This is an optimization exercise on Yosys and OpenROAD, whose aim is small area, not a production implementation.
The RTL was checked by simulation tests, not by an equivalence proof against the original design.
Power figures rest on the tool's default switching activity, not on a simulated workload.

// radar_digitizer
module radar_digitizer
(
   input  logic        clk64,
   input  logic        rx_dsp_reset,
   input  logic        apb_psel,
   input  logic        apb_penable,
   input  logic        apb_pwrite,
   input  logic [7:0]  apb_paddr,
   input  logic [31:0] apb_pwdata,
   output logic [31:0] apb_prdata,
   output logic        apb_pready,
   output logic        apb_pslverr,
   input  logic [11:0] chan_video,
   input  logic [11:0] chan_trig,
   input  logic [11:0] chan_arp,
   input  logic [11:0] chan_acp,
   output logic [15:0] sample_data,
   output logic        sample_first,
   output logic        sample_valid,
   input  logic        sample_ready
);
Size in the first run: ~420 flip-flops, roughly 150 I/O pins, roughly 0.018 mm2 of cells after synthesis.
==> flow/config.mk <==
export PLATFORM = sky130hd
export DESIGN_NAME = radar_digitizer
export DESIGN_NICKNAME = radar_digitizer
export VERILOG_FILES = /design/flow/design.v
export SDC_FILE = /design/flow/constraint.sdc
export NUM_CORES = 4
export LEC_CHECK = 0
export CAP_MARGIN = 20
export CORE_MARGIN = 2
export CORE_UTILIZATION = 40
export SLEW_MARGIN = 20
==> flow/constraint.sdc <==
create_clock -name core_clock -period 8.0 [get_ports {clk64}]
set_input_delay 1.6000 -clock core_clock [delete_from_list [all_inputs] [get_ports {clk64}]]
set_output_delay 1.6000 -clock core_clock [all_outputs]
set_load 0.01 [all_outputs]
standard.sh (not shown) runs the stock make flow with config.mk's settings and CLKGATE_MAP_FILE= SYNTH_SCRIPT=/design/flow/synth_recipe.tcl, a recipe that flattens the netlist after the stock synthesis.
==> flow/flow/run.sh <==
#!/bin/bash
# Own layout flow: the standard ORFS flow (standard.sh) with three changes:
#  - synthesis maps logic with an area-oriented ABC script (abc_area_map.script)
#    in place of ORFS's delay-oriented one; registers are mapped as in the
#    standard synthesis (dfflibmap runs before ABC and is unchanged)
#  - port buffers use the smallest buffer cell (every port still gets one)
#  - clock tree synthesis inserts no dummy loads
# Every tool's output goes to ORFS's logs under orfs/logs; make's own output
# goes to own_flow.log in the work folder.
set -euo pipefail
W=$(pwd)
F=$W/flow

{
  echo "set ::own_abc_script $F/abc_area_map.script"
  cat "$F/abc_override.tcl"
  cat "$W/synth_recipe.tcl"
} > "$W/own_synth.tcl"

sed "s|SYNTH_SCRIPT=[^ ]*|SYNTH_SCRIPT=$W/own_synth.tcl|" "$W/standard.sh" > "$W/own_standard.sh"
grep -q "SYNTH_SCRIPT=$W/own_synth.tcl" "$W/own_standard.sh"

export BUFFER_PORTS_ARGS="-buffer_cell sky130_fd_sc_hd__buf_1"
export CTS_ARGS="-sink_clustering_enable -repair_clock_nets -dont_use_dummy_load"

bash "$W/own_standard.sh" > "$W/own_flow.log" 2>&1
==> flow/flow/abc_area_map.script <==
strash
dch -f
amap -m
==> flow/flow/abc_override.tcl <==
# Map with an area-oriented ABC script instead of ORFS's delay-oriented one.
proc abc {args} {
  set i [lsearch -exact $args -script]
  if {$i >= 0} {
    set args [lreplace $args [expr {$i + 1}] [expr {$i + 1}] $::own_abc_script]
  }
  yosys abc {*}$args
}
Then changed:
--- a/flow/flow/run.sh
+++ b/flow/flow/run.sh
@@ -24 +24 @@
-export CTS_ARGS="-sink_clustering_enable -repair_clock_nets -dont_use_dummy_load"
+export CTS_ARGS="-sink_clustering_enable -repair_clock_nets -dont_use_dummy_load -buf_list {sky130_fd_sc_hd__clkbuf_8} -sink_clustering_size 18 -sink_clustering_max_diameter 70"
@@ -26 +26 @@
-bash "$W/own_standard.sh" > "$W/own_flow.log" 2>&1
+bash "$W/own_standard.sh" "$@" > "$W/own_flow.log" 2>&1
Settings changed: CORE_UTILIZATION 40 to 72.
Result:
- The changed run passed the timing, design-rule and antenna checks
- power drops by about a fifth
- clock-buffer cell count drops by 20
- hold slack improved by 38 ps
- area after synthesis does not change
- routed wire length drops by roughly a tenth
- die area drops by well over a third
Then changed:
==> flow/run.sh (new file) <==
#!/bin/bash
# synth_recipe.tcl (not shown) runs the flow's synth.tcl, then flattens the netlist and writes it again
# the make line also repeats each setting of config.mk as NAME=value (left out here)
make -C /OpenROAD-flow-scripts/flow DESIGN_CONFIG=/design/flow/config.mk WORK_HOME=/design/flow/orfs CLKGATE_MAP_FILE= SYNTH_SCRIPT=/design/flow/synth_recipe.tcl finish
Settings changed: CORE_UTILIZATION 72 to 40.
removed: flow/flow/run.sh
removed: flow/flow/abc_area_map.script
removed: flow/flow/abc_override.tcl
removed: flow/standard.sh
=>
- The new run ran to the end with no violations
- sequential cell count does not change
- final area went up by 18%
- global-route usage went down by 14 points
- synthesized cell count went up by 7.0%
- combinational power went up by 28%
- wire length went up by 19%

==> afterwards: timing with drivers on the ports <==
The results above use ideal ports. As a check the final layouts listed here were re-extracted and re-timed, cells and wires unchanged. Step 1 sets driving cells, clkbuf_16 on the clock port and buf_2 on the other inputs (assumed; they add their load-dependent delay and slew). Step 2 moves the port delays by t, midway between the first and last clock arrival at a register: inputs arrive t later, outputs are due t later. That takes back most of the time a late clock gives input paths. a / b / c = no drivers / after step 1 / after step 2; a / b = the first two.
run	t (ns)	setup slack, ns	hold WS [ns]
the first run	0.621	1.673 / 1.650 / 1.650	0.433 / 0.433 / 0.433
the second run	0.643	1.419 / 1.378 / 1.378	0.471 / 0.471 / 0.471
the third run	0.634	1.081 / 1.053 / 1.053	0.412 / 0.412 / 0.412
After both steps every run listed still meets setup and hold. For the second run, which loses most, drivers alone change the setup slack by -0.041 ns; drivers and shift together by -0.041 ns.
